This is an optimization exercise on Yosys and OpenROAD, whose aim is small area, a short achievable clock period and few clock cycles per item, not a production implementation. In this exercise RTL edits were held to simulation tests only and were not proved equivalent to the original. Power is estimated from default activity; no workload was simulated.

v6:
// normalized_iir_section_filter
module normalized_iir_section_filter #(
   parameter int COEF_BITS      = 24,
   parameter int COEF_FRAC_BITS = 16
) (
   input  wire logic        clock,
   input  wire logic        reset,
   input  wire logic        req_valid,
   output logic             req_stall,
   input  wire logic [16:0] req_data,    
   output logic             rsp_valid,
   input  wire logic        rsp_stall,
   output logic [17:0]      rsp_data,    
   input  wire logic        csr_we,
   input  wire logic [2:0]  csr_index,
   input  wire logic [23:0] csr_wdata
);
   localparam int W = 42;    
   localparam logic signed [63:0] KHI = -(64'sd341 <<< 25);
   localparam logic signed [63:0] KLO = -(64'sd85 <<< 17);
   localparam logic [W-1:0] INIT4 = W'(64'sd4 * (KHI + KLO));
   localparam logic [W-1:0] INIT5 = W'(64'sd5 * (KHI + KLO));
   logic signed [23:0] c_a2, c_a3, c_b1, c_b2, c_b3;
   logic signed [24:0] a1n;    
   logic               a1s;    
   always_ff @(posedge clock) begin
      if (reset) begin
         a1n  <= -25'sd65536;
         a1s  <= 1'b0;
  ...
==> flow/config.mk <==
export PLATFORM = sky130hd
export DESIGN_NAME = normalized_iir_section_filter
export DESIGN_NICKNAME = normalized_iir_section_filter
export VERILOG_FILES = /design/flow/design.v
export SDC_FILE = /design/flow/constraint.sdc
export NUM_CORES = 4
export LEC_CHECK = 0
export ABC_AREA = 1
export CAP_MARGIN = 20
export CORE_MARGIN = 2
export CORE_UTILIZATION = 40
export SETUP_SLACK_MARGIN = 4.5
export SLEW_MARGIN = 20
==> flow/constraint.sdc <==
create_clock -name core_clock -period 9.0 [get_ports {clock}]
set_input_delay 1.8000 -clock core_clock [delete_from_list [all_inputs] [get_ports {clock}]]
set_output_delay 1.8000 -clock core_clock [all_outputs]
set_load 0.01 [all_outputs]
run.sh (not shown) runs the stock make flow with config.mk's settings and CLKGATE_MAP_FILE= SYNTH_SCRIPT=/design/flow/synth_recipe.tcl, a recipe that flattens the netlist after the stock synthesis.
v6 finished every stage and its layout cleared the timing, DRC and antenna checks.
Testbench counts of v6, summed over its fixed seeds: cycles 28,928, items 3,072.
The inputs of v7 differ from those of v6 as listed below.
diff --git a/flow/design.v b/flow/design.v
--- a/flow/design.v
+++ b/flow/design.v
@@ -304,51 +304,57 @@
    wire               g1 = ~df1[26];
    wire               g2 = ~df2[26];
    wire               g3 = ~df3[26];
    wire               g4 = ~df4[26];
    wire [1:0]         dig = g3 ? 2'd3 : g2 ? 2'd2 : g1 ? 2'd1 : 2'd0;
    wire [25:0]        rnew = g3 ? df3[25:0] : g2 ? df2[25:0] : g1 ? df1[25:0] : df0;
    wire [13:0]        lo_abs = inv1 ? (14'd0 - lq[13:0]) : lq[13:0];
-   logic signed [25:0] a2x3;
+   logic signed [23:0] a2s;
+   logic signed [25:0] a3s;
    always_ff @(posedge clock) begin
-      a2x3 <= 26'(c_a2) + (26'(c_a2) <<< 1);
+      if (lst == 4'd1) begin
+         a2s <= c_a2 ^ {24{~neg_n}};
+         a3s <= (26'(c_a2) + (26'(c_a2) <<< 1)) ^ {26{~neg_n}};
+      end
    end
    function automatic logic [W-1:0] a2mul(input logic [1:0] e, input logic signed [23:0] a,
-                                          input logic signed [25:0] a3);
+                                          input logic signed [25:0] a3, input logic lsb);
+      logic [W-1:0] ax;
+      ax = W'(a);
       case (e)
          2'd0:    a2mul = '0;
-         2'd1:    a2mul = W'(a);
-         2'd2:    a2mul = W'(a) << 1;
+         2'd1:    a2mul = ax;
+         2'd2:    a2mul = {ax[W-2:0], lsb};
          default: a2mul = W'(a3);
       endcase
    endfunction
    logic [W-1:0] mm;
    logic [1:0]   e_q, fc_r;
    logic         fo_r;
    wire          pre_n = (t_op[27:26] != 2'd0) | g4;
    wire          neg_n = inv1 ^ a1s;
    wire          posy = ~negr;
-   wire  [W-1:0] sgnm = {W{posy}};
+   wire          e_nz = (e_q != 2'd0);
    wire  [W-1:0] mm_n = ((lst == 4'd2) ? {W{1'b0}} : (mm << 2))
-                        + (a2mul(e_q, c_a2, a2x3) ^ sgnm) + {{(W-1){1'b0}}, posy};
+                        + a2mul(e_q, a2s, a3s, posy) + {{(W-1){1'b0}}, posy & e_nz};
    wire [W-1:0] xm  = p_usem ? (mm << 2) : '0;
-   wire [W-1:0] xe  = a2mul(e_q & {2{p_usem}}, c_a2, a2x3) ^ (sgnm & {W{p_usem}});
-   wire         xci = p_usem & ~negr;
+   wire [W-1:0] xe  = a2mul(e_q & {2{p_usem}}, a2s, a3s, posy);
+   wire         xci = p_usem & posy & e_nz;
    logic [W-1:0] s1, c1, s2, c2;
    always_comb begin
       {s1, c1} = csa(ps, pcy, xm);
       {s2, c2} = csa(s1, c1 | {{(W-1){1'b0}}, xci}, xe);
    end
    wire [W-1:0] acc = s2 + c2;
    always_ff @(posedge clock) begin
       if (fire_l0) begin
          rr   <= acc[W-1:16];
          lq   <= acc[15:0];
          inv1 <= acc[W-1];
-         cin  <= acc[W-1] & (acc[13:0] == 14'd0);
+         cin  <= acc[W-1] & (((s2[13:0] ^ c2[13:0]) ^ {s2[12:0] | c2[12:0], 1'b0}) == 14'd0);
       end else if (lst != 4'd0) begin
          rr   <= rnew;
          lq   <= {(lst == 4'd1) ? lo_abs : lq[13:0], dig};
          inv1 <= 1'b0;
          cin  <= 1'b0;
       end
       if (lst == 4'd1) begin
- v6 has lower y dimension of the die than v7.
- Going from v6 to v7, wire length rose by 2.9%, count of buffers added by post-CTS timing repair for setup fell by 27.
- Compare v7 and v6 | wire length on met1 lower: v6
- Summary of v7 over v6: total power now larger, maximum frequency now larger, routed length on met3 now larger, wire length of the first global-routing pass now larger.
- In the flow results for v7 and v6, the number of logic stages on the critical path including buffering is larger on v6.
Testbench counts of v7, summed over its fixed seeds: cycles 28,928, items 3,072.

========
ember:
normalized_iir_section_filter again, from the RTL that the note above started with.
==> flow/config.mk <==
export PLATFORM = sky130hd
export DESIGN_NAME = normalized_iir_section_filter
export DESIGN_NICKNAME = normalized_iir_section_filter
export VERILOG_FILES = /design/flow/design.v
export SDC_FILE = /design/flow/constraint.sdc
export NUM_CORES = 4
export LEC_CHECK = 0
export ABC_AREA = 1
export CAP_MARGIN = 20
export CORE_MARGIN = 2
export CORE_UTILIZATION = 40
export SETUP_SLACK_MARGIN = 5
export SLEW_MARGIN = 20
==> flow/constraint.sdc <==
create_clock -name core_clock -period 9.0 [get_ports {clock}]
set_input_delay 1.8000 -clock core_clock [delete_from_list [all_inputs] [get_ports {clock}]]
set_output_delay 1.8000 -clock core_clock [all_outputs]
set_load 0.01 [all_outputs]
Testbench counts of ember, summed over its fixed seeds: cycles 28,928, items 3,072.
Relative to ember, the following input files were edited for violet:
--- a/flow/design.v
+++ b/flow/design.v
@@ -300,59 +300,65 @@
    wire signed [26:0] df2  = tu + (nd1 <<< 1) + 27'(cin);
    wire signed [26:0] df3  = tu + nd3 + 27'(cin);
    wire signed [26:0] df4  = tu + (nd1 <<< 2) + 27'(cin);
    wire [25:0]        df0  = t_op[25:0] + 26'(cin);
    wire               g1 = ~df1[26];
    wire               g2 = ~df2[26];
    wire               g3 = ~df3[26];
    wire               g4 = ~df4[26];
    wire [1:0]         dig = g3 ? 2'd3 : g2 ? 2'd2 : g1 ? 2'd1 : 2'd0;
    wire [25:0]        rnew = g3 ? df3[25:0] : g2 ? df2[25:0] : g1 ? df1[25:0] : df0;
    wire [13:0]        lo_abs = inv1 ? (14'd0 - lq[13:0]) : lq[13:0];
-   logic signed [25:0] a2x3;
+   logic signed [23:0] a2s;
+   logic signed [25:0] a3s;
    always_ff @(posedge clock) begin
-      a2x3 <= 26'(c_a2) + (26'(c_a2) <<< 1);
+      if (lst == 4'd1) begin
+         a2s <= c_a2 ^ {24{~neg_n}};
+         a3s <= (26'(c_a2) + (26'(c_a2) <<< 1)) ^ {26{~neg_n}};
+      end
    end
    function automatic logic [W-1:0] a2mul(input logic [1:0] e, input logic signed [23:0] a,
-                                          input logic signed [25:0] a3);
+                                          input logic signed [25:0] a3, input logic lsb);
+      logic [W-1:0] ax;
+      ax = W'(a);
       case (e)
          2'd0:    a2mul = '0;
-         2'd1:    a2mul = W'(a);
-         2'd2:    a2mul = W'(a) << 1;
+         2'd1:    a2mul = ax;
+         2'd2:    a2mul = {ax[W-2:0], lsb};
          default: a2mul = W'(a3);
       endcase
    endfunction
    logic [W-1:0] mm;
    logic [1:0]   e_q, fc_r;
    logic         fo_r;
    wire          pre_n = (t_op[27:26] != 2'd0) | g4;
    wire          neg_n = inv1 ^ a1s;
    wire          posy = ~negr;
-   wire  [W-1:0] sgnm = {W{posy}};
+   wire          e_nz = (e_q != 2'd0);
    wire  [W-1:0] mm_n = ((lst == 4'd2) ? {W{1'b0}} : (mm << 2))
-                        + (a2mul(e_q, c_a2, a2x3) ^ sgnm) + {{(W-1){1'b0}}, posy};
+                        + a2mul(e_q, a2s, a3s, posy) + {{(W-1){1'b0}}, posy & e_nz};
    wire [W-1:0] xm  = p_usem ? (mm << 2) : '0;
-   wire [W-1:0] xe  = a2mul(e_q & {2{p_usem}}, c_a2, a2x3) ^ (sgnm & {W{p_usem}});
-   wire         xci = p_usem & ~negr;
+   wire [W-1:0] xe  = a2mul(e_q & {2{p_usem}}, a2s, a3s, posy);
+   wire         xci = p_usem & posy & e_nz;
    logic [W-1:0] s1, c1, s2, c2;
    always_comb begin
       {s1, c1} = csa(ps, pcy, xm);
       {s2, c2} = csa(s1, c1 | {{(W-1){1'b0}}, xci}, xe);
    end
    wire [W-1:0] acc = s2 + c2;
    always_ff @(posedge clock) begin
       if (fire_l0) begin
          rr   <= acc[W-1:16];
          lq   <= acc[15:0];
          inv1 <= acc[W-1];
-         cin  <= acc[W-1] & (acc[13:0] == 14'd0);
+         cin  <= acc[W-1] & (((s2[13:0] ^ c2[13:0]) ^ {s2[12:0] | c2[12:0], 1'b0}) == 14'd0);
       end else if (lst != 4'd0) begin
          rr   <= rnew;
          lq   <= {(lst == 4'd1) ? lo_abs : lq[13:0], dig};
          inv1 <= 1'b0;
          cin  <= 1'b0;
       end
       if (lst == 4'd1) begin
          pre_r <= pre_n;
          frc_r <= pre_n | g2;
          negr  <= neg_n;
       end
[summary]
- When violet is measured against ember, its count of clock tree sinks turns out about 4.3% higher.
- NOTE top achievable clock speed ember->violet increased by a few percent
- The cell count reported for violet is smaller than that of ember by 61.
- Taking ember as the reference, in violet global routing met1 resource utilization has increased; synthesized area now sits higher; number of register bits inferred by synthesis higher.
- ember → violet: die outline area picked up an extra 2.5%, via count lost 0.71%, post-synthesis xor/xnor area fraction lost 0.36 points, iteration-0 DRC count of the detailed router neither gained nor lost much, worst ir drop on vdd picked up an extra 0.035 mV.
- | required time of the critical path | violet vs ember | 30 ps lower |
Testbench counts of violet, summed over its fixed seeds: cycles 28,928, items 3,072.

==> separate check: timing with driven ports <==
The flow's constraints put no driver on any port. The routed layouts listed below were extracted and timed again, unchanged, in two steps.
Step 1 sets driving cells, clkbuf_16 on the clock port and buf_2 on the other inputs (assumed; they add their load-dependent delay and slew).
Step 2 also shifts input and output timing later by t, the mid clock arrival at the registers, as if the neighbouring blocks saw the same clock.
Slacks: ideal ports / drivers / drivers and shift; pairs: ideal ports / drivers.
| run | shift t [ns] | setup WS [ns] | worst register clock-pin slew, ns | cell pins on the clock port's net |
|---|---|---|---|---|
| v6 | 0.715 | 4.484 / 4.484 / 4.314 | 0.06 / 0.06 | 1 |
| v7 | 0.719 | 4.726 / 4.726 / 4.198 | 0.07 / 0.07 | 1 |
| ember | 0.772 | 4.691 / 4.691 / 4.549 | 0.07 / 0.07 | 1 |
| violet | 0.727 | 4.943 / 4.943 / 4.535 | 0.06 / 0.06 | 1 |
After both steps setup and hold are still met in every run listed. The setup slack of v7, which loses most, moves by 0.000 ns with the drivers and by -0.528 ns with both steps.
